Background: an optimization exercise with open tools, aiming at small area, a short achievable clock period and few clock cycles per item. Do not read the settings as production practice. At most, simulation tests tie the RTL to the original design; equivalence was not proved. The RTL of run 2 was laid out without a check of its function.

## flow/design.v (module list and top-level ports; edited modules follow where they fit)
// module npu_requant: 1395 lines
// module rq_fa: 4 lines
// module rq_ha: 4 lines
// module rq_bsel: 4 lines
// module rq_xor: 3 lines
// module rq_xnor: 3 lines
// module rq_mux2i: 3 lines
// module rq_nand2: 3 lines
// module rq_nor2: 3 lines
// module rq_aoi21: 3 lines
// module rq_oai21: 3 lines
// module rq_inv: 3 lines
module npu_requant #(
  localparam int M_LEN  = 32,
  localparam int S_LEN  = 32,
  localparam int SH_LEN = 5
) (
  input  logic              clk_i,
  input  logic              rstn_i,
  input  logic              clear_i,
  input  logic [M_LEN-1:0]  acc_i,
  input  logic [S_LEN-1:0]  mult_i,
  input  logic [SH_LEN-1:0] shift_i,
  input  logic              valid_i,
  output logic              ready_o,
  output logic [M_LEN-1:0]  data_o,
  output logic              valid_o,
  input  logic              ready_i
);
  // ...
==> flow/flow/run.sh <==
#!/bin/bash
# The standard ORFS layout (standard.sh) with different repair settings:
#   SETUP_SLACK_MARGIN=5.7 "BUFFER_PORTS_ARGS=-buffer_cell sky130_fd_sc_hd__buf_1"
# All of the flow's output goes to standard.log; ORFS keeps each step's log under orfs/logs.
set -euo pipefail
bash standard.sh SETUP_SLACK_MARGIN=5.7 "BUFFER_PORTS_ARGS=-buffer_cell sky130_fd_sc_hd__buf_1" finish > standard.log 2>&1
==> flow/standard.sh <==
#!/bin/bash
# synth_recipe.tcl (not shown) runs the flow's synth.tcl, then flattens the netlist and writes it again
# the make line also repeats each setting of config.mk as NAME=value (left out here)
make -C /OpenROAD-flow-scripts/flow DESIGN_CONFIG=/design/flow/config.mk WORK_HOME=/design/flow/orfs CLKGATE_MAP_FILE= SYNTH_SCRIPT=/design/flow/synth_recipe.tcl "${@:-finish}"
==> flow/config.mk <==
export PLATFORM = sky130hd
export DESIGN_NAME = npu_requant
export DESIGN_NICKNAME = npu_requant
export VERILOG_FILES = /design/flow/design.v
export SDC_FILE = /design/flow/constraint.sdc
export NUM_CORES = 4
export LEC_CHECK = 0
export CAP_MARGIN = 5
export CORE_MARGIN = 2
export CORE_UTILIZATION = 60
export CTS_BUF_LIST = sky130_fd_sc_hd__clkbuf_8
export SETUP_SLACK_MARGIN = 5
export SLEW_MARGIN = 5
export SYNTH_HIERARCHICAL = 1
export SYNTH_MINIMUM_KEEP_SIZE = 0
==> flow/constraint.sdc <==
create_clock -name core_clock -period 10.0 [get_ports {clk_i}]
set_input_delay 2.0000 -clock core_clock [delete_from_list [all_inputs] [get_ports {clk_i}]]
set_output_delay 2.0000 -clock core_clock [all_outputs]
set_load 0.01 [all_outputs]
==> impl_metrics.ini, run 1 <==
[status]
status = no timing/DRC/antenna violations

[sta]
maxSlewViolCount = 0
fmax_ghz = 0.2351
tightest_slew_ps = 910.2

[routing]
routedWlPerCell_microns = 27.92
routed_wl_microns = 97420
vias = 24030
wl_met2_microns = 42730

[synth]
yosys.area_share.simple = 0.02813
synth_top_family_by_area = adder cells

[layout]
seq_area_sq_um = 6621
diodes = 1
clkCellAreaFrac = 0.02219
largest_register_ffs = 48
design_area_sq_um = 33100
stdcell_count = 3489

[floorplanning]
core_region_area_sq_um = 48850
start_util = 0.6072

[clock_network]
insertion_delay_ps = 620
post-cts-setup-buffers = 2

[worst_hold_path]
min_path_type = reg2reg

[setup_path]
crit_type = reg2reg
path_cells = buf_4, or3b_1, nor2_2, fa_1, fa_2, fa_2, fa_2, fa_1, fa_1

[grt]
top_usage_layer = met2
grt_max_degree = 82

[placement]
gp_congestion = 0.9166
Testbench counts, summed over its fixed seeds: cycles 8,012, items 8,000.
==> inputs of run 2 (changes only) <==
--- a/flow/design.v
+++ b/flow/design.v
@@ -14,31 +14,31 @@
   output logic [M_LEN-1:0]  data_o,
   output logic              valid_o,
   input  logic              ready_i
 );
   localparam int L = 16;   
   logic en;
   assign en      = ready_i;
   assign ready_o = ready_i;
-  logic [15:0] one_d, two_d, neg_d;
+  logic [31:0]   accn1_q;             
+  logic [31:0]   mult1_q;
+  logic [15:0]   onen1_q, twon1_q;    
+  logic [15:0]   neg1_q;              
   always_comb begin
     for (int i = 0; i < 16; i++) begin
       logic y0, y1, y2;
-      y0 = (i == 0) ? 1'b0 : mult_i[2*i-1];
-      y1 = mult_i[2*i];
-      y2 = mult_i[2*i+1];
-      one_d[i] = y1 ^ y0;
-      two_d[i] = (y2 & ~y1 & ~y0) | (~y2 & y1 & y0);
-      neg_d[i] = y2;
+      y0 = (i == 0) ? 1'b0 : mult1_q[2*i-1];
+      y1 = mult1_q[2*i];
+      y2 = mult1_q[2*i+1];
+      onen1_q[i] = ~(y1 ^ y0);
+      twon1_q[i] = ~((y2 & ~y1 & ~y0) | (~y2 & y1 & y0));
+      neg1_q[i]  = y2;
     end
   end
-  logic [31:0]   accn1_q;             
-  logic [15:0]   onen1_q, twon1_q;    
-  logic [15:0]   neg1_q;              
   logic [4:0]    sh1_q, sh2_q;
   logic [63:L]   a2_q, b2_q;
   logic          cl2_q;
   logic [31:0]   data3_q;
   logic          v1_q, v2_q, v3_q;
   logic [31:0] pp [16];
   logic [15:0] ppn;
   logic [32:0] sel [16];
@@ -1361,19 +1361,17 @@
     rq_nand2 u_o (.a(sv5[j]), .b(~sat), .y(dq_d[j]));
   end
   rq_nor2 u_o31 (.a(sv5[31]), .b(sat), .y(dq_d[31]));
   assign data_o  = data3_q;
   assign valid_o = v3_q;
   always_ff @(posedge clk_i) begin
     if (en) begin
       accn1_q <= ~acc_i;
-      onen1_q <= ~one_d;
-      twon1_q <= ~two_d;
-      neg1_q  <= neg_d;
+      mult1_q <= mult_i;
       sh1_q   <= shift_i;
       a2_q    <= ta[63:L];
       b2_q    <= tb[63:L];
       cl2_q   <= cl;
       sh2_q   <= sh1_q;
       data3_q <= dq_d;
     end
   end
==> run 2 against run 1 <==
  * First-iteration DRC count increased by 24%
  * Still clean
  * Sequential cell count down 16
  * Die area is 1.6% lower
  * Hold slack improved by 8.0 ps
  * Register-to-register slack got worse by 580 ps
  * Sequential share of layout area shrank 3.4 points
  * Maximum frequency decreased by 12%
  * Wire length is 25% higher
  * Area after synthesis decreased by 1.6%
==> impl_metrics.ini, run 2 <==
[grt]
met1_usage = 0.5859
grt_use_met2 = 0.6482
antenna_found_initial = 7
top_usage_layer = met2
grtUsageTotal = 0.4709
grt_pass1_vias = 27380
grt_overflow = 0
grt_first_pass_wirelength_microns = 172300
grt_max_degree = 123
grt_use_met3 = 0.2395

[synth]
synth-main-ff-cell = edfxtp_1
synthesis.area_sq_um = 29170
synth_warnings = 12
synth-adder-area-share = 0.3729
syn_inst = 2515
muxShareOfSynthArea = 0.05592
synth_seq_cells = 205
netlist_top_cells_area = fa_1 32%, edfxtp_1 21%, xor2_1 16%, o22ai_1 11%, mux2i_1 5.6%
synth_most_common_cell = xor2_1
synth_area_leader_cell = fa_1
seq_area_frac_synth = 0.2105
syn_area_per_cell_sq_um = 11.60
synth-async-reset-ratio = 0.01463
synth_compound_area_frac = 0.1356
yosys.area_share.simple = 0.02839
synth_top_area_frac = 0.3198
synth_cell_types = 42
synth_top_family_by_area = adder cells
yosys-top-cells-count = 524 x xor2_1, 512 x o22ai_1, 466 x fa_1
synth-xor-area-share = 0.1732
synth_fp_nets = 3179
synth_edf_count = 202

[setup_path]
critPathMaxFanout = 33
cp-start-kind = flop
required_ps = 10400
path_delay_family = adder cells
critical_path_arrival_ps = 5230
crit_type = reg2reg
cp_num_buf_inv = 2
crit_slowest_cell = fa_2
critPathMaxStageDelay_ps = 610
cp-end-kind = flop
path_cells = buf_6, xnor2_2, buf_8, o22ai_1, xor2_1, fa_2, fa_2, fa_2, fa_2, fa_2, fa_2
path_common_cell = fa_2

[sta]
maxSlewViolCount = 0
slew_headroom = 0.4523
worst_hold_slack_ps = 534.4
setup_ws_ps = 5167
period_minus_slack_ps = 4833
fmax_ghz = 0.2069
setup_viol = 0
finalHoldViolCount = 0
grt_setup_unrepaired = true
min_period_over_period = 0.4833
tightest_slew_ps = 821.6
skew_ps = 97.76
finalSetupTns_ps = 0

[layout]
drive_gt1_frac = 0.2718
finalNetCount = 3633
top_regs = b2_q x48, a2_q x47
area_growth_pct = 26.91
layout_commonest_cell = xor2_1
largest_register_ffs = 48
largest-register = b2_q
stdcell_count = 3617
final_cell_mix = 498 x xor2_1, 446 x o22ai_1, 256 x fa_1

[routing]
drt_iter0_drc = 4192
first_pass_iters = 12
routedWlPerCell_microns = 33.57
vias_per_cell = 7.319
vias = 26470
drtAntennaViolNets = 0
routed_wl_microns = 121400
route.detailed.drc = 0

[placement]
pre_cts_slack_ps = 4276
gp_congestion = 0.9452
placed_cells = 3321
hpwlAfterDp_microns = 63370
place.port_buffers = 107

[clock_network]
clockRootBuffer = clkbuf_8
cts_buffers = 40
insertion_delay_ps = 700
cts.clk_slew.worst_paths_ps = 70
clkSinkCount = 205
cts_hold_buf = 0
cts_tree = built
cts.path.max_buffers = 3
htreeDepth = 2

[job]
cap_violations = 0

[floorplanning]
core_region_area_sq_um = 47850
fp.dieH_microns = 224.5
num_io_pins = 108
start_util = 0.6098
fp.dieW_microns = 224.5
row_count = 80
die_area_sq_um = 50400

[worst_hold_path]
min_path_type = reg2reg

[status]
status = no timing/DRC/antenna violations
run 2: cell types whose count changed after synthesis, sizes merged:
cell,change
edfxtp,-16
nor2,-19
nand2,-14
and3,+9
nor3,+5
nor2b,+5
run 2: worst reg2reg max path, stage by stage, from the launching register on:
cell,delay (ps)
edfxtp_1,420
buf_6,160
xnor2_2,150
buf_8,370
o22ai_1,220
xor2_1,300
fa_2,510
fa_2,610
fa_2,450
fa_2,360
fa_2,560
fa_2,440
run 2: modules after synthesis, one instance, submodules excluded, a selection:
module	flip-flops and latches	cell area, sq um
npu_requant	205	8259
rq_aoi21	0	8.758
rq_bsel	0	6.256
rq_fa	0	20.02
rq_ha	0	12.51
rq_inv	0	3.754
rq_nor2	0	3.754
rq_oai21	0	5.005
rq_xor	0	8.758
run 2: routing by layer:
metal  share of wire  vias up
met5          0.0034        -
met4           0.083       16
met3            0.18      841
met2            0.40     2630
met1            0.34    12930
li1                -    10060
run 2: cells by family (layout without fill, tap and decap cells):
logic type	Yosys count	count (layout)
AO/OA/AOI/OAI	617	617
adder cells (fa/ha/maj)	590	590
XOR/XNOR	577	577
flip-flops	205	205
AND/OR/NAND/NOR	183	183
buffers and inverters	179	662
multiplexers	163	163
other	1	5
run 2: metrics by stage:
stage	util	instance area [sq um]
floorplan	-	29490
global placement	0.6577	31470
detailed placement	0.6577	31470
CTS	0.7497	35870
global route	0.7736	37020
finish	0.7738	37030
run 2: area by class of cell:
| type | count | area (sq um) |
|---|---|---|
| antenna | 4 | 10.01 |
| clock buffer | 41 | 564.3 |
| clock inverter | 30 | 186.4 |
| fill | 2971 | 10820 |
| inverter | 170 | 669.4 |
| multi-input combinational | 2131 | 24300 |
| sequential | 205 | 6141 |
| tap | 615 | 769.5 |
| timing repair buffer | 421 | 4384 |
run 2: final timing paths:
path	startpoint	to	slack, ps	cells after the start
setup / recovery	mult1_q[11]	b2_q[35]	5170	11
max in group asynchronous	rstn_i	v1_q	8690	1
hold / removal	v3_q	v3_q	530	2
setup reg to reg	mult1_q[11]	b2_q[35]	5170	11
hold reg to reg	v3_q	v3_q	530	2
min in group asynchronous	rstn_i	v2_q	1160	1
run 2: repair_timing:
item,4_1_cts,5_1_grt
endpoints found under the setup margin,118,101
pin swaps,145,113
buffers inserted,149,40
cloned,30,2
resized for setup,351,144

-- afterwards: timing with drivers on the ports --
No port has a modelled driver above. Below, the same layouts with a new extraction and two added sets of constraints.
Step 1: set_driving_cell puts a clkbuf_16 on clk_i and a buf_2 on each other input, an assumption about the parent block.
Step 2 times the ports against the registers' clock, not the clock port: input delays grow and output delays shrink by t, the midpoint of the rising clock arrivals with the driver on.
Slacks: no drivers / after step 1 / after step 2; pairs: no drivers / after step 1.
run	shift t [ns]	setup slack, ns	hold slack, ns	worst setup path at the end	worst data-port slew with drivers (ns)
run 1	0.665	5.746 / 5.731 / 5.400	0.526 / 0.526 / 0.526	input to register	0.05
run 2	0.706	5.167 / 5.167 / 5.167	0.534 / 0.534 / 0.534	register to register	0.08
After both steps every run listed still meets setup and hold. For run 1, which loses most, drivers alone change the setup slack by -0.015 ns; drivers and shift together by -0.346 ns.
